What follows belongs to an exercise in optimizing a design on an open flow for small area, a short achievable clock period and few clock cycles per item; a production flow would make more cautious choices.
The RTL was checked by simulation tests, not by an equivalence proof against the original design.
Power and IR drop assume default switching activity.

==> flow/config.mk <==
export PLATFORM = sky130hd
export DESIGN_NAME = rsa_top
export DESIGN_NICKNAME = rsa_top
export VERILOG_FILES = /design/flow/design.v
export SDC_FILE = /design/flow/constraint.sdc
export NUM_CORES = 4
export LEC_CHECK = 0
export CAP_MARGIN = 20
export CORE_MARGIN = 2
export CORE_UTILIZATION = 40
export SLEW_MARGIN = 20
==> flow/constraint.sdc <==
create_clock -name core_clock -period 8.0 [get_ports {clk}]
set_input_delay 1.6000 -clock core_clock [delete_from_list [all_inputs] [get_ports {clk}]]
set_output_delay 1.6000 -clock core_clock [all_outputs]
set_load 0.01 [all_outputs]
==> flow/design.v <==
package rsa_pkg;
  localparam int OPERAND_WIDTH = 32;
  localparam int EXP_BITS = 16;
  localparam int EXP_CNT_WIDTH = 4;
  localparam int MONT_CNT_WIDTH = 6;
  localparam logic [1:0] OP_NOP = 2'd0;
  localparam logic [1:0] OP_EXP = 2'd1;
  localparam logic [2:0] PARAM_MODULUS = 3'd0;
  localparam logic [2:0] PARAM_R_MOD_N = 3'd1;
  localparam logic [2:0] PARAM_BASE = 3'd2;
  localparam logic [2:0] PARAM_R2_MOD_N = 3'd3;
  localparam logic [2:0] PARAM_EXPONENT = 3'd4;
  localparam logic [1:0] ME_IDLE = 2'd0;
  localparam logic [1:0] ME_TO_MONT = 2'd1;
  localparam logic [1:0] ME_LADDER = 2'd2;
  localparam logic [1:0] ME_FROM_MONT = 2'd3;
  localparam logic [1:0] MM_IDLE = 2'd0;
  localparam logic [1:0] MM_ITER = 2'd1;
  localparam logic [1:0] MM_SUB = 2'd2;
endpackage
`timescale 1ns/1ps
import rsa_pkg::*;
module montgomery_mult (
  input  logic                     clk,
  input  logic                     resetn,
  input  logic                     start,
  input  logic [OPERAND_WIDTH-1:0] a,
  input  logic [OPERAND_WIDTH-1:0] b,
  input  logic [OPERAND_WIDTH-1:0] modulus,
  output logic                     done,
  output logic [OPERAND_WIDTH-1:0] product
);
  logic [1:0]               state;
  logic [MONT_CNT_WIDTH-1:0] iter_cnt;
  logic [OPERAND_WIDTH:0]    acc;
  logic [OPERAND_WIDTH:0]    acc_red;
  logic [OPERAND_WIDTH-1:0]  a_sh;
  logic [OPERAND_WIDTH-1:0]  b_q;
  logic [OPERAND_WIDTH-1:0]  n_q;
  function automatic logic [OPERAND_WIDTH:0] mont_step(
    input logic [OPERAND_WIDTH:0]   acc_in,
    input logic                     a_bit,
    input logic [OPERAND_WIDTH-1:0] b_in,
    input logic [OPERAND_WIDTH-1:0] n_in
  );
    logic [OPERAND_WIDTH+1:0] sum;
    sum = {1'b0, acc_in} + (a_bit ? {2'b00, b_in} : '0);
    if (sum[0]) begin
      sum = sum + {2'b00, n_in};
    end
    mont_step = sum[OPERAND_WIDTH+1:1];
  endfunction
  assign acc_red = acc - {1'b0, n_q};
  always_ff @(posedge clk) begin
    if (!resetn) begin
      state    <= MM_IDLE;
      iter_cnt <= '0;
      done     <= 1'b0;
    end else begin
      done <= 1'b0;
      case (state)
        MM_IDLE: begin
          if (start) begin
            state    <= MM_ITER;
            iter_cnt <= MONT_CNT_WIDTH'(1);
          end
        end
        MM_ITER: begin
          iter_cnt <= iter_cnt + 1'b1;
          if (iter_cnt == MONT_CNT_WIDTH'(OPERAND_WIDTH - 1)) begin
            state <= MM_SUB;
          end
        end
        MM_SUB: begin
          state <= MM_IDLE;
          done  <= 1'b1;
        end
        default: state <= MM_IDLE;
      endcase
    end
  end
  always_ff @(posedge clk) begin
    if (state == MM_IDLE && start) begin
      acc  <= mont_step('0, a[0], b, modulus);
      a_sh <= a >> 1;
      b_q  <= b;
      n_q  <= modulus;
    end else if (state == MM_ITER) begin
      acc  <= mont_step(acc, a_sh[0], b_q, n_q);
      a_sh <= a_sh >> 1;
    end else if (state == MM_SUB) begin
      product <= (acc >= {1'b0, n_q}) ? acc_red[OPERAND_WIDTH-1:0]
                                      : acc[OPERAND_WIDTH-1:0];
    end
  end
endmodule
`timescale 1ns/1ps
import rsa_pkg::*;
module rsa_cmd_decode (
  input  logic                     clk,
  input  logic                     resetn,
  input  logic                     param_valid,
  input  logic [2:0]               param_sel,
  input  logic [OPERAND_WIDTH-1:0] param_data,
  output logic                     param_ready,
  input  logic                     cmd_valid,
  input  logic [1:0]                  cmd_op,
  output logic                     cmd_ready,
  input  logic                     result_free,
  output logic                     busy,
  output logic                     exp_start,
  output logic [OPERAND_WIDTH-1:0] modulus,
  output logic [OPERAND_WIDTH-1:0] r_mod_n,
  output logic [OPERAND_WIDTH-1:0] base,
  output logic [OPERAND_WIDTH-1:0] r2_mod_n,
  output logic [EXP_BITS-1:0]      exponent
);
  logic in_flight;
  logic param_fire;
  logic cmd_fire;
  logic exp_fire;
  assign busy        = in_flight | ~result_free;
  assign param_ready = ~busy;
  assign cmd_ready   = ~busy;
  assign param_fire = param_valid & param_ready;
  assign cmd_fire   = cmd_valid & cmd_ready;
  always_comb begin
    case (cmd_op)
      OP_EXP:  exp_fire = cmd_fire;
      default: exp_fire = 1'b0;
    endcase
  end
  always_ff @(posedge clk) begin
    if (!resetn) begin
      in_flight <= 1'b0;
      exp_start <= 1'b0;
    end else begin
      exp_start <= exp_fire;
      if (!result_free) begin
        in_flight <= 1'b0;
      end else if (exp_fire) begin
        in_flight <= 1'b1;
      end
    end
  end
  always_ff @(posedge clk) begin
    if (param_fire) begin
      case (param_sel)
        PARAM_MODULUS:  modulus  <= param_data;
        PARAM_R_MOD_N:  r_mod_n  <= param_data;
        PARAM_BASE:     base     <= param_data;
        PARAM_R2_MOD_N: r2_mod_n <= param_data;
        PARAM_EXPONENT: exponent <= param_data[EXP_BITS-1:0];
        default: begin
        end
      endcase
    end
  end
endmodule
`timescale 1ns/1ps
import rsa_pkg::*;
module rsa_modexp (
  input  logic                     clk,
  input  logic                     resetn,
  input  logic                     exp_start,
  input  logic [OPERAND_WIDTH-1:0] modulus,
  input  logic [OPERAND_WIDTH-1:0] r_mod_n,
  input  logic [OPERAND_WIDTH-1:0] base,
  input  logic [OPERAND_WIDTH-1:0] r2_mod_n,
  input  logic [EXP_BITS-1:0]      exponent,
  output logic                     exp_done,
  output logic [OPERAND_WIDTH-1:0] exp_result
);
  logic [1:0]            state;
  logic [EXP_CNT_WIDTH-1:0] bit_cnt;
  logic [OPERAND_WIDTH-1:0] acc;
  logic [OPERAND_WIDTH-1:0] xm;
  logic                     mont_start_sq;
  logic                     mont_start_mul;
  logic                     sq_pend;
  logic                     mul_pend;
  logic                     sq_done;
  logic                     mul_done;
  logic [OPERAND_WIDTH-1:0] sq_product;
  logic [OPERAND_WIDTH-1:0] mul_product;
  logic [OPERAND_WIDTH-1:0] sq_a;
  logic [OPERAND_WIDTH-1:0] sq_b;
  logic [OPERAND_WIDTH-1:0] mul_a;
  logic [OPERAND_WIDTH-1:0] mul_b;
  logic                     cur_bit;
  logic                     last_bit;
  logic                     step_done;
  assign cur_bit  = exponent[bit_cnt];
  assign last_bit = (bit_cnt == '0);
  assign step_done = (sq_pend | mul_pend) &
                     (!sq_pend | sq_done) &
                     (!mul_pend | mul_done);
  always_comb begin
    if (state == ME_TO_MONT) begin
      sq_a = base;
      sq_b = r2_mod_n;
    end else if (cur_bit) begin
      sq_a = xm;
      sq_b = xm;
    end else begin
      sq_a = acc;
      sq_b = acc;
    end
  end
  assign mul_a = acc;
  assign mul_b = (state == ME_FROM_MONT) ? OPERAND_WIDTH'(1) : xm;
  always_ff @(posedge clk) begin
    if (!resetn) begin
      state          <= ME_IDLE;
      bit_cnt        <= '0;
      mont_start_sq  <= 1'b0;
      mont_start_mul <= 1'b0;
      sq_pend        <= 1'b0;
      mul_pend       <= 1'b0;
      exp_done       <= 1'b0;
    end else begin
      mont_start_sq  <= 1'b0;
      mont_start_mul <= 1'b0;
      exp_done       <= 1'b0;
      if (sq_done) begin
        sq_pend <= 1'b0;
      end
      if (mul_done) begin
        mul_pend <= 1'b0;
      end
      case (state)
        ME_IDLE: begin
          if (exp_start) begin
            state         <= ME_TO_MONT;
            bit_cnt       <= EXP_CNT_WIDTH'(EXP_BITS - 1);
            mont_start_sq <= 1'b1;
            sq_pend       <= 1'b1;
          end
        end
        ME_TO_MONT: begin
          if (step_done) begin
            state          <= ME_LADDER;
            mont_start_sq  <= 1'b1;
            mont_start_mul <= 1'b1;
            sq_pend        <= 1'b1;
            mul_pend       <= 1'b1;
          end
        end
        ME_LADDER: begin
          if (step_done) begin
            mont_start_mul <= 1'b1;
            mul_pend       <= 1'b1;
            if (last_bit) begin
              state <= ME_FROM_MONT;
            end else begin
              bit_cnt       <= bit_cnt - 1'b1;
              mont_start_sq <= 1'b1;
              sq_pend       <= 1'b1;
            end
          end
        end
        ME_FROM_MONT: begin
          if (step_done) begin
            state    <= ME_IDLE;
            exp_done <= 1'b1;
          end
        end
        default: state <= ME_IDLE;
      endcase
    end
  end
  always_ff @(posedge clk) begin
    if (state == ME_IDLE && exp_start) begin
      acc <= r_mod_n;
    end else if (step_done) begin
      case (state)
        ME_TO_MONT: xm <= sq_product;
        ME_LADDER: begin
          if (cur_bit) begin
            acc <= mul_product;
            xm  <= sq_product;
          end else begin
            acc <= sq_product;
            xm  <= mul_product;
          end
        end
        ME_FROM_MONT: acc <= mul_product;
        default: begin
        end
      endcase
    end
  end
  assign exp_result = acc;
  montgomery_mult mont_sq (
    .clk     (clk),
    .resetn  (resetn),
    .start   (mont_start_sq),
    .a       (sq_a),
    .b       (sq_b),
    .modulus (modulus),
    .done    (sq_done),
    .product (sq_product)
  );
  montgomery_mult mont_mul (
    .clk     (clk),
    .resetn  (resetn),
    .start   (mont_start_mul),
    .a       (mul_a),
    .b       (mul_b),
    .modulus (modulus),
    .done    (mul_done),
    .product (mul_product)
  );
endmodule
`timescale 1ns/1ps
import rsa_pkg::*;
module rsa_result (
  input  logic                     clk,
  input  logic                     resetn,
  input  logic                     exp_done,
  input  logic [OPERAND_WIDTH-1:0] exp_result,
  output logic                     result_valid,
  output logic [OPERAND_WIDTH-1:0] result_data,
  input  logic                     result_ready,
  output logic                     result_free
);
  assign result_free = ~result_valid;
  always_ff @(posedge clk) begin
    if (!resetn) begin
      result_valid <= 1'b0;
    end else if (exp_done) begin
      result_valid <= 1'b1;
    end else if (result_valid && result_ready) begin
      result_valid <= 1'b0;
    end
  end
  always_ff @(posedge clk) begin
    if (exp_done) begin
      result_data <= exp_result;
    end
  end
endmodule
`timescale 1ns/1ps
import rsa_pkg::*;
module rsa_top (
  input  logic                     clk,
  input  logic                     resetn,
  input  logic                     param_valid,
  input  logic [2:0]               param_sel,
  input  logic [OPERAND_WIDTH-1:0] param_data,
  output logic                     param_ready,
  input  logic                     cmd_valid,
  input  logic [1:0]                  cmd_op,
  output logic                     cmd_ready,
  output logic                     result_valid,
  output logic [OPERAND_WIDTH-1:0] result_data,
  input  logic                     result_ready,
  output logic                     busy
);
  logic                     exp_start;
  logic [OPERAND_WIDTH-1:0] modulus;
  logic [OPERAND_WIDTH-1:0] r_mod_n;
  logic [OPERAND_WIDTH-1:0] base;
  logic [OPERAND_WIDTH-1:0] r2_mod_n;
  logic [EXP_BITS-1:0]      exponent;
  logic                     exp_done;
  logic [OPERAND_WIDTH-1:0] exp_result;
  logic                     result_free;
  rsa_cmd_decode rsa_cmd_decode_inst (
    .clk         (clk),
    .resetn      (resetn),
    .param_valid (param_valid),
    .param_sel   (param_sel),
    .param_data  (param_data),
    .param_ready (param_ready),
    .cmd_valid   (cmd_valid),
    .cmd_op      (cmd_op),
    .cmd_ready   (cmd_ready),
    .result_free (result_free),
    .busy        (busy),
    .exp_start   (exp_start),
    .modulus     (modulus),
    .r_mod_n     (r_mod_n),
    .base        (base),
    .r2_mod_n    (r2_mod_n),
    .exponent    (exponent)
  );
  rsa_modexp rsa_modexp_inst (
    .clk        (clk),
    .resetn     (resetn),
    .exp_start  (exp_start),
    .modulus    (modulus),
    .r_mod_n    (r_mod_n),
    .base       (base),
    .r2_mod_n   (r2_mod_n),
    .exponent   (exponent),
    .exp_done   (exp_done),
    .exp_result (exp_result)
  );
  rsa_result rsa_result_inst (
    .clk          (clk),
    .resetn       (resetn),
    .exp_done     (exp_done),
    .exp_result   (exp_result),
    .result_valid (result_valid),
    .result_data  (result_data),
    .result_ready (result_ready),
    .result_free  (result_free)
  );
endmodule
==> flow/run.sh <==
#!/bin/bash
# synth_recipe.tcl (not shown) runs the flow's synth.tcl, then flattens the netlist and writes it again
# the make line also repeats each setting of config.mk as NAME=value (left out here)
make -C /OpenROAD-flow-scripts/flow DESIGN_CONFIG=/design/flow/config.mk WORK_HOME=/design/flow/orfs CLKGATE_MAP_FILE= SYNTH_SCRIPT=/design/flow/synth_recipe.tcl finish
==> out/metrics.cfg <==
[yosys]
ys_types=83
synth_edf_count=560
yosys-top-cells-count=edfxtp_1, nand2_1, a21oi_1
syn-cell-area_sq_um=37400
synthArstFlopShare_pct=0
synth_area_leader_cell=edfxtp_1
synth_most_common_cell=edfxtp_1
ys_ff_latch=592
ys_top_cells_by_area=edfxtp_1, ha_1, a21oi_1, nand2_1, xnor2_1
syn_nets=3970
syn_avg_cell_area_sq_um=10.23
synth-main-ff-cell=edfxtp_1
yosys_warnings=4
synth.top_cell.area_share_pct=44.96
yosysSeqAreaShare_pct=46.67
syn_inst=3657

[layout]
syn_to_final_growth_pct=12.35
largest_registers=rsa_modexp_inst.mont_mul.acc x33, rsa_modexp_inst.mont_sq.acc x33
layout-drive-gt1-share_pct=7.495
diodes=0
final_nets=4033
finalNonFillerCells=5030
fillerInstances=8800

[placement]
port_buffers=77
dp_cells=4901
pre_cts_ws_ps=1522
gp_congestion=0.9711
dp.final_hpwl_microns=82440

[global_routing]
grt_pass1_wl_microns=165000
grt_start_max_net_pins=71
antenna_found_initial=2
grt-ovfl-total=0
grt_usage_pct=22.77
grt_pass1_vias=27018

[timing]
finalMaxSlewViolations=0
rsz0062_at_grt=no
worst_pin_slew_ps=1000
setup_ws_ps=1405
timing.fmax_mhz=151.6
hold_viol=0
worst_hold_slack_ps=472.4
post-route-period-util_pct=82.44
clock_skew_ps=33.94
fin_tns_setup_ps=0
finalSetupViolations=0
fin_crit_ps=6595
max-slew-margin-rel_pct=33.30

[route]
first_iter_violations=2681
dr_total_vias=28441
ant_nets=0
wl_per_cell_microns=21.87
drt_pass1_iterations=7
drc=0
wl_microns=110000
viasPerCell=5.654

[critical_path]
crit_arrival_ps=7090
slowest_delay_ps=950
slowest_stage=edfxtp_1
cp_cell_sequence=nand2_1, inv_1, ha_1, a21o_1, a21oi_1, o21ai_1, o31a_1, o41ai_2, o21bai_1, a21o_1, a41o_1, or2_2, ha_1, o21ai_0, a211oi_1, o22ai_1, a31oi_1, a31oi_1, o21ai_1, a221o_1, o21ai_0, or4_1, nand2_1
crit_family=compound AO/OA/AOI/OAI gates
path_max_fanout=32
worstPathRequired_ps=8500
criticalPathCategory=reg -> reg
critPathBufInv=1
end_kind=flop
startpoint_type=flop

[floorplan]
start_util_pct=40.20
io_pins=78
dieArea_sq_um=95970
die_y_microns=309.8
die_w_microns=309.8
rows=112
coreArea_sq_um=93050

[clock_network]
clock-root-buffer=clkbuf_16
cts_resized=0
postCtsSetupRepairBufs=0
cts_buffer_depth=3
clk_pin_slew_worst_paths_ps=60
clock_latency_ps=650
h-tree-depth=3
numCtsBuffers=70
hold_buffers=0
cts_tree=built
cts_sinks=592

[pwr]
power_density_nw_per_um2=253.0
vdd_ir_drop_max_mv=0.1646
p_leak_nw=16.58

[outcome]
status=complete, no violations

[worst_hold_path]
hp-class=reg -> reg

[flow_run]
maxCapViolCount=0

## cells by family after synthesis
group / after synthesis / share of synthesized area, %
mux: 155 / 4.469
fa+ha+maj: 271 / 9.226
simple gates: 1113 / 14.22
flops: 592 / 46.67
compound gates: 999 / 17.22
buf+inv: 313 / 3.185
xor+xnor: 214 / 5.011
## worst paths after layout
check	from	endpoint	slack [ps]	cells after the start
worst min-delay path	rsa_modexp_inst.mont_sq.iter_cnt[5]$_SDFFE_PN0P_	rsa_modexp_inst.mont_sq.iter_cnt[5]$_SDFFE_PN0P_	470	1
worst max register to register	rsa_modexp_inst.mont_sq.a_sh[0]$_DFFE_PP_	rsa_modexp_inst.mont_sq.acc[32]$_SDFFCE_PP0P_	1400	23
worst min register to register	rsa_modexp_inst.mont_sq.iter_cnt[5]$_SDFFE_PN0P_	rsa_modexp_inst.mont_sq.iter_cnt[5]$_SDFFE_PN0P_	470	1
worst max-delay path	rsa_modexp_inst.mont_sq.a_sh[0]$_DFFE_PP_	rsa_modexp_inst.mont_sq.acc[32]$_SDFFCE_PP0P_	1400	23
## layer usage
metal / track usage (%) / up-vias / share of wire [%] / wire length (microns)
met3: 3.190 / 105 / 7.3 / 8045
met2: 34.20 / 939 / 43 / 46960
met1: 34.26 / 13733 / 48 / 52800
met5: 0 / - / 0.012 / 13
met4: 5.954 / 2 / 2.0 / 2167
li1: - / 13662 / - / -
## where the power goes
part           leakage [nW]  switching (mW)  internal (mW)
registers              5.32          0.0917           3.57
clock network          1.14            1.37           1.95
logic                  10.1            2.27           1.38
## layout by cell type (no fill, tap or decap), types with 115 or more instances in the layout
cell	count
xnor2_1	150
edfxtp_1	560
nor2_1	242
and2_1	115
nand2_1	375
o21ai_0	179
a21oi_1	305
inv_1	186
ha_1	261
a21o_1	127
## layout make-up
class | count | area [sq um] | share of cell area [%]
clock buffers | 86 | 1896 | 4.511
clock inverters | 42 | 445.4 | 1.060
inverters | 190 | 716.9 | 1.706
multi-input cells | 2752 | 18870 | 44.90
flip-flops and latches | 592 | 17460 | 41.54
well taps | 1254 | 1569 | 3.734
repair buffers | 114 | 1069 | 2.543
## per-stage QoR
| step | power, mW | util [%] | area (sq um) |
|---|---|---|---|
| final | 10.63 | 45.16 | 42020 |
| after global routing | 11.15 | 45.16 | 42020 |
| after CTS | 10.63 | 45.13 | 42000 |
| after detailed placement | 7.277 | 42.62 | 39660 |
| after global placement | 7.260 | 42.62 | 39660 |
| after floorplan | 6.285 | - | 37400 |
Testbench counts, summed over its fixed seeds: cycles 79,488, items 128.

-- what the ideal ports hide --
No port has a modelled driver above. Below, the same layout with a new extraction and two added sets of constraints. Step 1, drivers: a clkbuf_16 drives clk and a buf_2 each remaining input, both assumed. Step 2 adds t to the input delays and takes it off the output delays; t is the mean of the earliest and latest rising clock arrival at the registers after step 1. Input paths then give back, and output paths get back, about the clock's delay inside the block. a / b / c = ideal ports / drivers / drivers and shift; a / b = the first two.
t (ns): 0.696
slack for setup (ns): 1.405 / 1.405 / 1.405
hold WS [ns]: 0.472 / 0.472 / 0.472
worst setup path after step 2: register to register
cell pins on the clock port's net: 1
After both steps setup and hold are still met in this run. For this run, drivers alone change the setup slack by 0.000 ns; drivers and shift together by 0.000 ns.
